Background: an optimization exercise with open tools, aiming at small area, a short achievable clock period and few clock cycles per item. Do not read the settings as production practice.
In this exercise RTL edits were held to simulation tests only and were not proved equivalent to the original.

==> run a <==
Design dualIssueCore, start of the top module:
module dualIssueCore (
    input  logic            clk,
    input  logic            arstN,
    input  logic            enable,
    input  logic            issueValid,
    input  isaPkg::word_t   instr1,
    input  isaPkg::word_t   instr2,
    output logic            wbValid1,
    output logic            wbValid2,
    output logic            wbWriteEn1,
    output logic            wbWriteEn2,
    output isaPkg::regIdx_t wbReg1,
    output isaPkg::regIdx_t wbReg2,
    output isaPkg::word_t   wbData1,
    output isaPkg::word_t   wbData2
);
==> flow/config.mk <==
export PLATFORM = sky130hd
export DESIGN_NAME = dualIssueCore
export DESIGN_NICKNAME = dualIssueCore
export VERILOG_FILES = /design/flow/design.v
export SDC_FILE = /design/flow/constraint.sdc
export NUM_CORES = 4
export LEC_CHECK = 0
export CAP_MARGIN = 20
export CORE_MARGIN = 2
export CORE_UTILIZATION = 40
export SETUP_SLACK_MARGIN = 2.3
export SLEW_MARGIN = 20
==> flow/constraint.sdc <==
create_clock -name core_clock -period 6.5 [get_ports {clk}]
set_input_delay 1.3000 -clock core_clock [delete_from_list [all_inputs] [get_ports {clk}]]
set_output_delay 1.3000 -clock core_clock [all_outputs]
set_load 0.01 [all_outputs]
run.sh (not shown) runs the stock make flow with config.mk's settings and CLKGATE_MAP_FILE= SYNTH_SCRIPT=/design/flow/synth_recipe.tcl, a recipe that flattens the netlist after the stock synthesis.
==> inputs of run b, as changes to run a <==
--- a/flow/design.v
+++ b/flow/design.v
@@ -182,27 +182,30 @@
     input  logic            arstN,
     input  logic            enable,
     input  logic            issueValid,
     input  isaPkg::word_t   instr,
     output isaPkg::regIdx_t rsAddr,
     output isaPkg::regIdx_t rtAddr,
     input  isaPkg::word_t   rsData,
     input  isaPkg::word_t   rtData,
+    input  logic            rsOk,
+    input  logic            rtOk,
     input  logic            peer1ExWriteEn,
     input  isaPkg::regIdx_t peer1ExDest,
     input  logic            peer2ExWriteEn,
     input  isaPkg::regIdx_t peer2ExDest,
-    input  isaPkg::word_t   peer1Data,
-    input  isaPkg::word_t   peer2Data,
+    input  isaPkg::word_t   peer1DataN,
+    input  isaPkg::word_t   peer2DataN,
     output logic            exWriteEn,
     output isaPkg::regIdx_t exDest,
     output logic            resultWriteEn,
     output isaPkg::regIdx_t resultDest,
-    output isaPkg::word_t   resultData
+    output isaPkg::word_t   resultData,
+    output isaPkg::word_t   resultDataN
 );
     isaPkg::opcode_t  decOpcode;
     isaPkg::funct_t   decFunct;
     isaPkg::regIdx_t  decRd;
     isaPkg::shamt_t   decShamt;
     isaPkg::word_t    decImmExt;
     pipePkg::aluSel_t decAluSel;
     logic             decSubtract;
@@ -218,16 +221,19 @@
     logic             exShiftRight;
     isaPkg::word_t    exOpB;
     logic             exFwdA1;
     logic             exFwdA2;
     logic             exFwdB1;
     logic             exFwdB2;
     logic             exFwdB1Inv;
     logic             exFwdB2Inv;
+    logic             exUseOpA;
+    logic             exUseOpB;
+    logic             exOnesB;
     pipePkg::aluSel_t exAluSel;
     logic             exSubtract;
     isaPkg::word_t    operandA;
     isaPkg::word_t    operandB;
     isaPkg::word_t    aluResult;
     assign decOpcode = instr[isaPkg::opcodeMsb -: 6];
     assign decFunct  = instr[5:0];
     assign rsAddr    = instr[isaPkg::rsLsb +: 5];
@@ -269,46 +275,52 @@
             exShiftRight <= decShiftRight;
             exOpB      <= (decUseImm ? decImmExt : rtData) ^ {32{decSubtract}};
             exFwdA1    <= fwdA1;
             exFwdA2    <= fwdA2;
             exFwdB1    <= fwdB1 && !decSubtract;
             exFwdB2    <= fwdB2 && !decSubtract;
             exFwdB1Inv <= fwdB1 && decSubtract;
             exFwdB2Inv <= fwdB2 && decSubtract;
+            exUseOpA   <= !fwdA1 && !fwdA2 && rsOk;
+            exUseOpB   <= !fwdB1 && !fwdB2 && (decUseImm || rtOk);
+            exOnesB    <= !fwdB1 && !fwdB2 && !decUseImm && !rtOk && decSubtract;
             exAluSel   <= decAluSel;
             exSubtract <= decSubtract;
             exDest     <= decDest;
             resultDest <= exDest;
             resultData <= aluResult;
+            resultDataN <= ~aluResult;
         end
     end
-    assign operandA = ({32{exFwdA2}} & peer2Data)
-                    | ({32{exFwdA1}} & peer1Data)
-                    | ({32{!exFwdA1 && !exFwdA2}} & exOpA);
-    assign operandB = ({32{exFwdB2}}    & peer2Data)
-                    | ({32{exFwdB2Inv}} & ~peer2Data)
-                    | ({32{exFwdB1}}    & peer1Data)
-                    | ({32{exFwdB1Inv}} & ~peer1Data)
-                    | ({32{!exFwdB1 && !exFwdB2 && !exFwdB1Inv && !exFwdB2Inv}} & exOpB);
+    assign operandA = ({32{exFwdA2}} & ~peer2DataN)
+                    | ({32{exFwdA1}} & ~peer1DataN)
+                    | ({32{exUseOpA}} & exOpA);
+    assign operandB = ({32{exFwdB2}}    & ~peer2DataN)
+                    | ({32{exFwdB2Inv}} & peer2DataN)
+                    | ({32{exFwdB1}}    & ~peer1DataN)
+                    | ({32{exFwdB1Inv}} & peer1DataN)
+                    | ({32{exUseOpB}}   & exOpB)
+                    | {32{exOnesB}};
     alu alu_inst (
         .operandA (operandA),
         .operandBx (operandB),
         .rotAmount  (exRotAmount),
         .shiftRight (exShiftRight),
         .aluSel   (exAluSel),
         .subtract (exSubtract),
         .result   (aluResult)
     );
 endmodule
 module registerFile (
     input  logic                                  clk,
     input  logic                                  arstN,
     input  logic [pipePkg::laneCount*2-1:0][4:0]  readAddr,
     output logic [pipePkg::laneCount*2-1:0][31:0] readData,
+    output logic [pipePkg::laneCount*2-1:0]       readOk,
     input  logic                                  write1WriteEn,
     input  isaPkg::regIdx_t                       write1Dest,
     input  isaPkg::word_t                         write1Data,
     input  logic                                  write2WriteEn,
     input  isaPkg::regIdx_t                       write2Dest,
     input  isaPkg::word_t                         write2Data
 );
     isaPkg::word_t [pipePkg::regCount-1:1] regs;
@@ -339,23 +351,33 @@
         regs <= regsNext;
     end
     isaPkg::word_t [pipePkg::regCount-1:0] readable;
     logic          [pipePkg::regCount-1:0] readableOk;
     assign readable   = {regs, 32'b0};
     assign readableOk = {written, 1'b0};
     always_comb begin
         for (int p = 0; p < pipePkg::laneCount*2; p++) begin
-            if (write2WriteEn && write2Dest == readAddr[p]) begin
+            logic [31:0] acc;
+            logic        hit1, hit2;
+            acc = '0;
+            for (int g = 0; g < pipePkg::regCount/4; g++) begin
+                acc = acc | ({32{readAddr[p][4:2] == 3'(g)}}
+                             & readable[{3'(g), readAddr[p][1:0]}]);
+            end
+            hit2 = write2WriteEn && write2Dest == readAddr[p];
+            hit1 = write1WriteEn && write1Dest == readAddr[p];
+            if (hit2) begin
                 readData[p] = write2Data;
-            end else if (write1WriteEn && write1Dest == readAddr[p]) begin
+            end else if (hit1) begin
                 readData[p] = write1Data;
             end else begin
-                readData[p] = {32{readableOk[readAddr[p]]}} & readable[readAddr[p]];
+                readData[p] = acc;
             end
+            readOk[p] = hit1 || hit2 || readableOk[readAddr[p]];
         end
     end
 endmodule
 module dualIssueCore (
     input  logic            clk,
     input  logic            arstN,
     input  logic            enable,
     input  logic            issueValid,
@@ -367,16 +389,19 @@
     output logic            wbWriteEn2,
     output isaPkg::regIdx_t wbReg1,
     output isaPkg::regIdx_t wbReg2,
     output isaPkg::word_t   wbData1,
     output isaPkg::word_t   wbData2
 );
     logic [pipePkg::laneCount*2-1:0][4:0]  readAddr;
     logic [pipePkg::laneCount*2-1:0][31:0] readData;
+    logic [pipePkg::laneCount*2-1:0]       readOk;
+    isaPkg::word_t                         lane1DataN;
+    isaPkg::word_t                         lane2DataN;
     logic            exValid;
     logic            resultValid;
     logic            lane1ExWriteEn;
     isaPkg::regIdx_t lane1ExDest;
     logic            lane2ExWriteEn;
     isaPkg::regIdx_t lane2ExDest;
     logic            lane1WriteEn;
     isaPkg::regIdx_t lane1Dest;
@@ -398,55 +423,62 @@
         .arstN          (arstN),
         .enable         (enable),
         .issueValid     (issueValid),
         .instr          (instr1),
         .rsAddr         (readAddr[0]),
         .rtAddr         (readAddr[1]),
         .rsData         (readData[0]),
         .rtData         (readData[1]),
+        .rsOk           (readOk[0]),
+        .rtOk           (readOk[1]),
         .peer1ExWriteEn (lane1ExWriteEn),
         .peer1ExDest    (lane1ExDest),
         .peer2ExWriteEn (lane2ExWriteEn),
         .peer2ExDest    (lane2ExDest),
-        .peer1Data      (lane1Data),
-        .peer2Data      (lane2Data),
+        .peer1DataN     (lane1DataN),
+        .peer2DataN     (lane2DataN),
         .exWriteEn      (lane1ExWriteEn),
         .exDest         (lane1ExDest),
         .resultWriteEn  (lane1WriteEn),
         .resultDest     (lane1Dest),
-        .resultData     (lane1Data)
+        .resultData     (lane1Data),
+        .resultDataN    (lane1DataN)
     );
     issueLane issueLane2_inst (
         .clk            (clk),
         .arstN          (arstN),
         .enable         (enable),
         .issueValid     (issueValid),
         .instr          (instr2),
         .rsAddr         (readAddr[2]),
         .rtAddr         (readAddr[3]),
         .rsData         (readData[2]),
         .rtData         (readData[3]),
+        .rsOk           (readOk[2]),
+        .rtOk           (readOk[3]),
         .peer1ExWriteEn (lane1ExWriteEn),
         .peer1ExDest    (lane1ExDest),
         .peer2ExWriteEn (lane2ExWriteEn),
         .peer2ExDest    (lane2ExDest),
-        .peer1Data      (lane1Data),
-        .peer2Data      (lane2Data),
+        .peer1DataN     (lane1DataN),
+        .peer2DataN     (lane2DataN),
         .exWriteEn      (lane2ExWriteEn),
         .exDest         (lane2ExDest),
         .resultWriteEn  (lane2WriteEn),
         .resultDest     (lane2Dest),
-        .resultData     (lane2Data)
+        .resultData     (lane2Data),
+        .resultDataN    (lane2DataN)
     );
     registerFile registerFile_inst (
         .clk           (clk),
         .arstN         (arstN),
         .readAddr      (readAddr),
         .readData      (readData),
+        .readOk        (readOk),
         .write1WriteEn (lane1WriteEn),
         .write1Dest    (lane1Dest),
         .write1Data    (lane1Data),
         .write2WriteEn (lane2WriteEn),
         .write2Dest    (lane2Dest),
         .write2Data    (lane2Data)
     );
     assign wbValid1   = resultValid && enable;
CORE_UTILIZATION = 45   (was 40)
CTS_BUF_LIST = sky130_fd_sc_hd__clkbuf_8   (was default)
SETUP_SLACK_MARGIN = 2.5   (was 2.3)
==> inputs of run c, as changes to run a <==
--- a/flow/design.v
+++ b/flow/design.v
@@ -182,27 +182,30 @@
     input  logic            arstN,
     input  logic            enable,
     input  logic            issueValid,
     input  isaPkg::word_t   instr,
     output isaPkg::regIdx_t rsAddr,
     output isaPkg::regIdx_t rtAddr,
     input  isaPkg::word_t   rsData,
     input  isaPkg::word_t   rtData,
+    input  logic            rsOk,
+    input  logic            rtOk,
     input  logic            peer1ExWriteEn,
     input  isaPkg::regIdx_t peer1ExDest,
     input  logic            peer2ExWriteEn,
     input  isaPkg::regIdx_t peer2ExDest,
-    input  isaPkg::word_t   peer1Data,
-    input  isaPkg::word_t   peer2Data,
+    input  isaPkg::word_t   peer1DataN,
+    input  isaPkg::word_t   peer2DataN,
     output logic            exWriteEn,
     output isaPkg::regIdx_t exDest,
     output logic            resultWriteEn,
     output isaPkg::regIdx_t resultDest,
-    output isaPkg::word_t   resultData
+    output isaPkg::word_t   resultData,
+    output isaPkg::word_t   resultDataN
 );
     isaPkg::opcode_t  decOpcode;
     isaPkg::funct_t   decFunct;
     isaPkg::regIdx_t  decRd;
     isaPkg::shamt_t   decShamt;
     isaPkg::word_t    decImmExt;
     pipePkg::aluSel_t decAluSel;
     logic             decSubtract;
@@ -218,16 +221,19 @@
     logic             exShiftRight;
     isaPkg::word_t    exOpB;
     logic             exFwdA1;
     logic             exFwdA2;
     logic             exFwdB1;
     logic             exFwdB2;
     logic             exFwdB1Inv;
     logic             exFwdB2Inv;
+    logic             exUseOpA;
+    logic             exUseOpB;
+    logic             exOnesB;
     pipePkg::aluSel_t exAluSel;
     logic             exSubtract;
     isaPkg::word_t    operandA;
     isaPkg::word_t    operandB;
     isaPkg::word_t    aluResult;
     assign decOpcode = instr[isaPkg::opcodeMsb -: 6];
     assign decFunct  = instr[5:0];
     assign rsAddr    = instr[isaPkg::rsLsb +: 5];
@@ -269,46 +275,52 @@
             exShiftRight <= decShiftRight;
             exOpB      <= (decUseImm ? decImmExt : rtData) ^ {32{decSubtract}};
             exFwdA1    <= fwdA1;
             exFwdA2    <= fwdA2;
             exFwdB1    <= fwdB1 && !decSubtract;
             exFwdB2    <= fwdB2 && !decSubtract;
             exFwdB1Inv <= fwdB1 && decSubtract;
             exFwdB2Inv <= fwdB2 && decSubtract;
+            exUseOpA   <= !fwdA1 && !fwdA2 && rsOk;
+            exUseOpB   <= !fwdB1 && !fwdB2 && (decUseImm || rtOk);
+            exOnesB    <= !fwdB1 && !fwdB2 && !decUseImm && !rtOk && decSubtract;
             exAluSel   <= decAluSel;
             exSubtract <= decSubtract;
             exDest     <= decDest;
             resultDest <= exDest;
             resultData <= aluResult;
+            resultDataN <= ~aluResult;
         end
     end
-    assign operandA = ({32{exFwdA2}} & peer2Data)
-                    | ({32{exFwdA1}} & peer1Data)
-                    | ({32{!exFwdA1 && !exFwdA2}} & exOpA);
-    assign operandB = ({32{exFwdB2}}    & peer2Data)
-                    | ({32{exFwdB2Inv}} & ~peer2Data)
-                    | ({32{exFwdB1}}    & peer1Data)
-                    | ({32{exFwdB1Inv}} & ~peer1Data)
-                    | ({32{!exFwdB1 && !exFwdB2 && !exFwdB1Inv && !exFwdB2Inv}} & exOpB);
+    assign operandA = ({32{exFwdA2}} & ~peer2DataN)
+                    | ({32{exFwdA1}} & ~peer1DataN)
+                    | ({32{exUseOpA}} & exOpA);
+    assign operandB = ({32{exFwdB2}}    & ~peer2DataN)
+                    | ({32{exFwdB2Inv}} & peer2DataN)
+                    | ({32{exFwdB1}}    & ~peer1DataN)
+                    | ({32{exFwdB1Inv}} & peer1DataN)
+                    | ({32{exUseOpB}}   & exOpB)
+                    | {32{exOnesB}};
     alu alu_inst (
         .operandA (operandA),
         .operandBx (operandB),
         .rotAmount  (exRotAmount),
         .shiftRight (exShiftRight),
         .aluSel   (exAluSel),
         .subtract (exSubtract),
         .result   (aluResult)
     );
 endmodule
 module registerFile (
     input  logic                                  clk,
     input  logic                                  arstN,
     input  logic [pipePkg::laneCount*2-1:0][4:0]  readAddr,
     output logic [pipePkg::laneCount*2-1:0][31:0] readData,
+    output logic [pipePkg::laneCount*2-1:0]       readOk,
     input  logic                                  write1WriteEn,
     input  isaPkg::regIdx_t                       write1Dest,
     input  isaPkg::word_t                         write1Data,
     input  logic                                  write2WriteEn,
     input  isaPkg::regIdx_t                       write2Dest,
     input  isaPkg::word_t                         write2Data
 );
     isaPkg::word_t [pipePkg::regCount-1:1] regs;
@@ -339,23 +351,33 @@
         regs <= regsNext;
     end
     isaPkg::word_t [pipePkg::regCount-1:0] readable;
     logic          [pipePkg::regCount-1:0] readableOk;
     assign readable   = {regs, 32'b0};
     assign readableOk = {written, 1'b0};
     always_comb begin
         for (int p = 0; p < pipePkg::laneCount*2; p++) begin
-            if (write2WriteEn && write2Dest == readAddr[p]) begin
+            logic [31:0] acc;
+            logic        hit1, hit2;
+            acc = '0;
+            for (int g = 0; g < pipePkg::regCount/4; g++) begin
+                acc = acc | ({32{readAddr[p][4:2] == 3'(g)}}
+                             & readable[{3'(g), readAddr[p][1:0]}]);
+            end
+            hit2 = write2WriteEn && write2Dest == readAddr[p];
+            hit1 = write1WriteEn && write1Dest == readAddr[p];
+            if (hit2) begin
                 readData[p] = write2Data;
-            end else if (write1WriteEn && write1Dest == readAddr[p]) begin
+            end else if (hit1) begin
                 readData[p] = write1Data;
             end else begin
-                readData[p] = {32{readableOk[readAddr[p]]}} & readable[readAddr[p]];
+                readData[p] = acc;
             end
+            readOk[p] = hit1 || hit2 || readableOk[readAddr[p]];
         end
     end
 endmodule
 module dualIssueCore (
     input  logic            clk,
     input  logic            arstN,
     input  logic            enable,
     input  logic            issueValid,
@@ -367,16 +389,19 @@
     output logic            wbWriteEn2,
     output isaPkg::regIdx_t wbReg1,
     output isaPkg::regIdx_t wbReg2,
     output isaPkg::word_t   wbData1,
     output isaPkg::word_t   wbData2
 );
     logic [pipePkg::laneCount*2-1:0][4:0]  readAddr;
     logic [pipePkg::laneCount*2-1:0][31:0] readData;
+    logic [pipePkg::laneCount*2-1:0]       readOk;
+    isaPkg::word_t                         lane1DataN;
+    isaPkg::word_t                         lane2DataN;
     logic            exValid;
     logic            resultValid;
     logic            lane1ExWriteEn;
     isaPkg::regIdx_t lane1ExDest;
     logic            lane2ExWriteEn;
     isaPkg::regIdx_t lane2ExDest;
     logic            lane1WriteEn;
     isaPkg::regIdx_t lane1Dest;
@@ -398,55 +423,62 @@
         .arstN          (arstN),
         .enable         (enable),
         .issueValid     (issueValid),
         .instr          (instr1),
         .rsAddr         (readAddr[0]),
         .rtAddr         (readAddr[1]),
         .rsData         (readData[0]),
         .rtData         (readData[1]),
+        .rsOk           (readOk[0]),
+        .rtOk           (readOk[1]),
         .peer1ExWriteEn (lane1ExWriteEn),
         .peer1ExDest    (lane1ExDest),
         .peer2ExWriteEn (lane2ExWriteEn),
         .peer2ExDest    (lane2ExDest),
-        .peer1Data      (lane1Data),
-        .peer2Data      (lane2Data),
+        .peer1DataN     (lane1DataN),
+        .peer2DataN     (lane2DataN),
         .exWriteEn      (lane1ExWriteEn),
         .exDest         (lane1ExDest),
         .resultWriteEn  (lane1WriteEn),
         .resultDest     (lane1Dest),
-        .resultData     (lane1Data)
+        .resultData     (lane1Data),
+        .resultDataN    (lane1DataN)
     );
     issueLane issueLane2_inst (
         .clk            (clk),
         .arstN          (arstN),
         .enable         (enable),
         .issueValid     (issueValid),
         .instr          (instr2),
         .rsAddr         (readAddr[2]),
         .rtAddr         (readAddr[3]),
         .rsData         (readData[2]),
         .rtData         (readData[3]),
+        .rsOk           (readOk[2]),
+        .rtOk           (readOk[3]),
         .peer1ExWriteEn (lane1ExWriteEn),
         .peer1ExDest    (lane1ExDest),
         .peer2ExWriteEn (lane2ExWriteEn),
         .peer2ExDest    (lane2ExDest),
-        .peer1Data      (lane1Data),
-        .peer2Data      (lane2Data),
+        .peer1DataN     (lane1DataN),
+        .peer2DataN     (lane2DataN),
         .exWriteEn      (lane2ExWriteEn),
         .exDest         (lane2ExDest),
         .resultWriteEn  (lane2WriteEn),
         .resultDest     (lane2Dest),
-        .resultData     (lane2Data)
+        .resultData     (lane2Data),
+        .resultDataN    (lane2DataN)
     );
     registerFile registerFile_inst (
         .clk           (clk),
         .arstN         (arstN),
         .readAddr      (readAddr),
         .readData      (readData),
+        .readOk        (readOk),
         .write1WriteEn (lane1WriteEn),
         .write1Dest    (lane1Dest),
         .write1Data    (lane1Data),
         .write2WriteEn (lane2WriteEn),
         .write2Dest    (lane2Dest),
         .write2Data    (lane2Data)
     );
     assign wbValid1   = resultValid && enable;
CORE_UTILIZATION = 50   (was 40)
SETUP_SLACK_MARGIN = 2.5   (was 2.3)
==> out/metrics.yaml <==
timing:
  final_min_period_over_clock_period: 0.661
place:
  place_area_um2: 104000
power_and_ir_drop:
  power.switching_mw: 9.31
  finalPower_mw: 26.5
  swShare: 0.352
yosys:
  avgSynthCellArea_um2: 10.4
cells_and_area:
  layout.comb_gates.multi_input: 6998
  signal_buffers: 504
setup_path:
  required_time_of_the_critical_path_ps: 6990
  reg2regPathDepth: 9
clock_network:
  htreeDepth: 4
  cts_setup_buffers: 51
die:
  tap_cells: 3330
hold_path:
  hp-class: "reg -> reg"
  hold_path.startpoint: "exValid"
run_status:
  outcome: "finished clean"
Source of the figures above: run a

==> out/metrics.yaml <==
cells_and_area:
  signal_buffers: 579
  fillCellCount: 17500
setup_path:
  required_time_of_the_critical_path_ps: 7190
power_and_ir_drop:
  power.switching_mw: 10.6
  swShare: 0.365
  finalPower_mw: 29.0
yosys:
  avgSynthCellArea_um2: 9.79
timing:
  final-max-slew-violation-count: 0
  final_min_period_over_clock_period: 0.638
die:
  std_cell_core_area_um2: 202000
  tap_cells: 2672
run_status:
  outcome: "finished clean"
hold_path:
  hold_path.startpoint: "exValid"
  hp-class: "reg -> reg"
clock_network:
  cts_setup_buffers: 43
place:
  place_area_um2: 105000
Source of the figures above: run c

==> out/metrics.yaml <==
run_status:
  outcome: "finished clean"
clock_network:
  htreeDepth: 5
  cts_setup_buffers: 18
hold_path:
  hp-class: "in -> async"
die:
  tap_cells: 2992
power_and_ir_drop:
  swShare: 0.375
  power.switching_mw: 10.6
  finalPower_mw: 28.3
cells_and_area:
  layout.comb_gates.multi_input: 7536
  signal_buffers: 581
timing:
  final_min_period_over_clock_period: 0.674
place:
  place_area_um2: 106000
setup_path:
  timing_worst_setup_path_type: "in -> reg"
  required_time_of_the_critical_path_ps: 7380
  reg2regPathDepth: 7
yosys:
  avgSynthCellArea_um2: 9.79
Source of the figures above: run b

Testbench counts of run a, summed over its fixed seeds: cycles 24,016, pairs 24,000.
Testbench counts of run b, summed over its fixed seeds: cycles 24,016, pairs 24,000.
Testbench counts of run c, summed over its fixed seeds: cycles 24,016, pairs 24,000.

static timing again, ports no longer ideal:
How much do the figures lean on ideal ports? The routed layouts below were timed once more, with nothing changed but the port constraints. Step 1, drivers: a clkbuf_16 drives clk and a buf_2 each remaining input, both assumed. Step 2 times the ports against the registers' clock, not the clock port: input delays grow and output delays shrink by t, the midpoint of the rising clock arrivals with the driver on. Slacks: ideal ports / drivers / drivers and shift; pairs: ideal ports / drivers.
| run | t (ns) | setup WS [ns] | cell pins on the clock port's net |
|---|---|---|---|
| run a | 0.966 | 2.205 / 2.169 / 1.300 | 1 |
| run b | 1.196 | 2.119 / 2.144 / 0.949 | 1 |
| run c | 0.951 | 2.352 / 2.434 / 1.483 | 1 |
After both steps every run listed still meets setup and hold. The setup slack of run b, which loses most, moves by +0.025 ns with the drivers and by -1.170 ns with both steps.
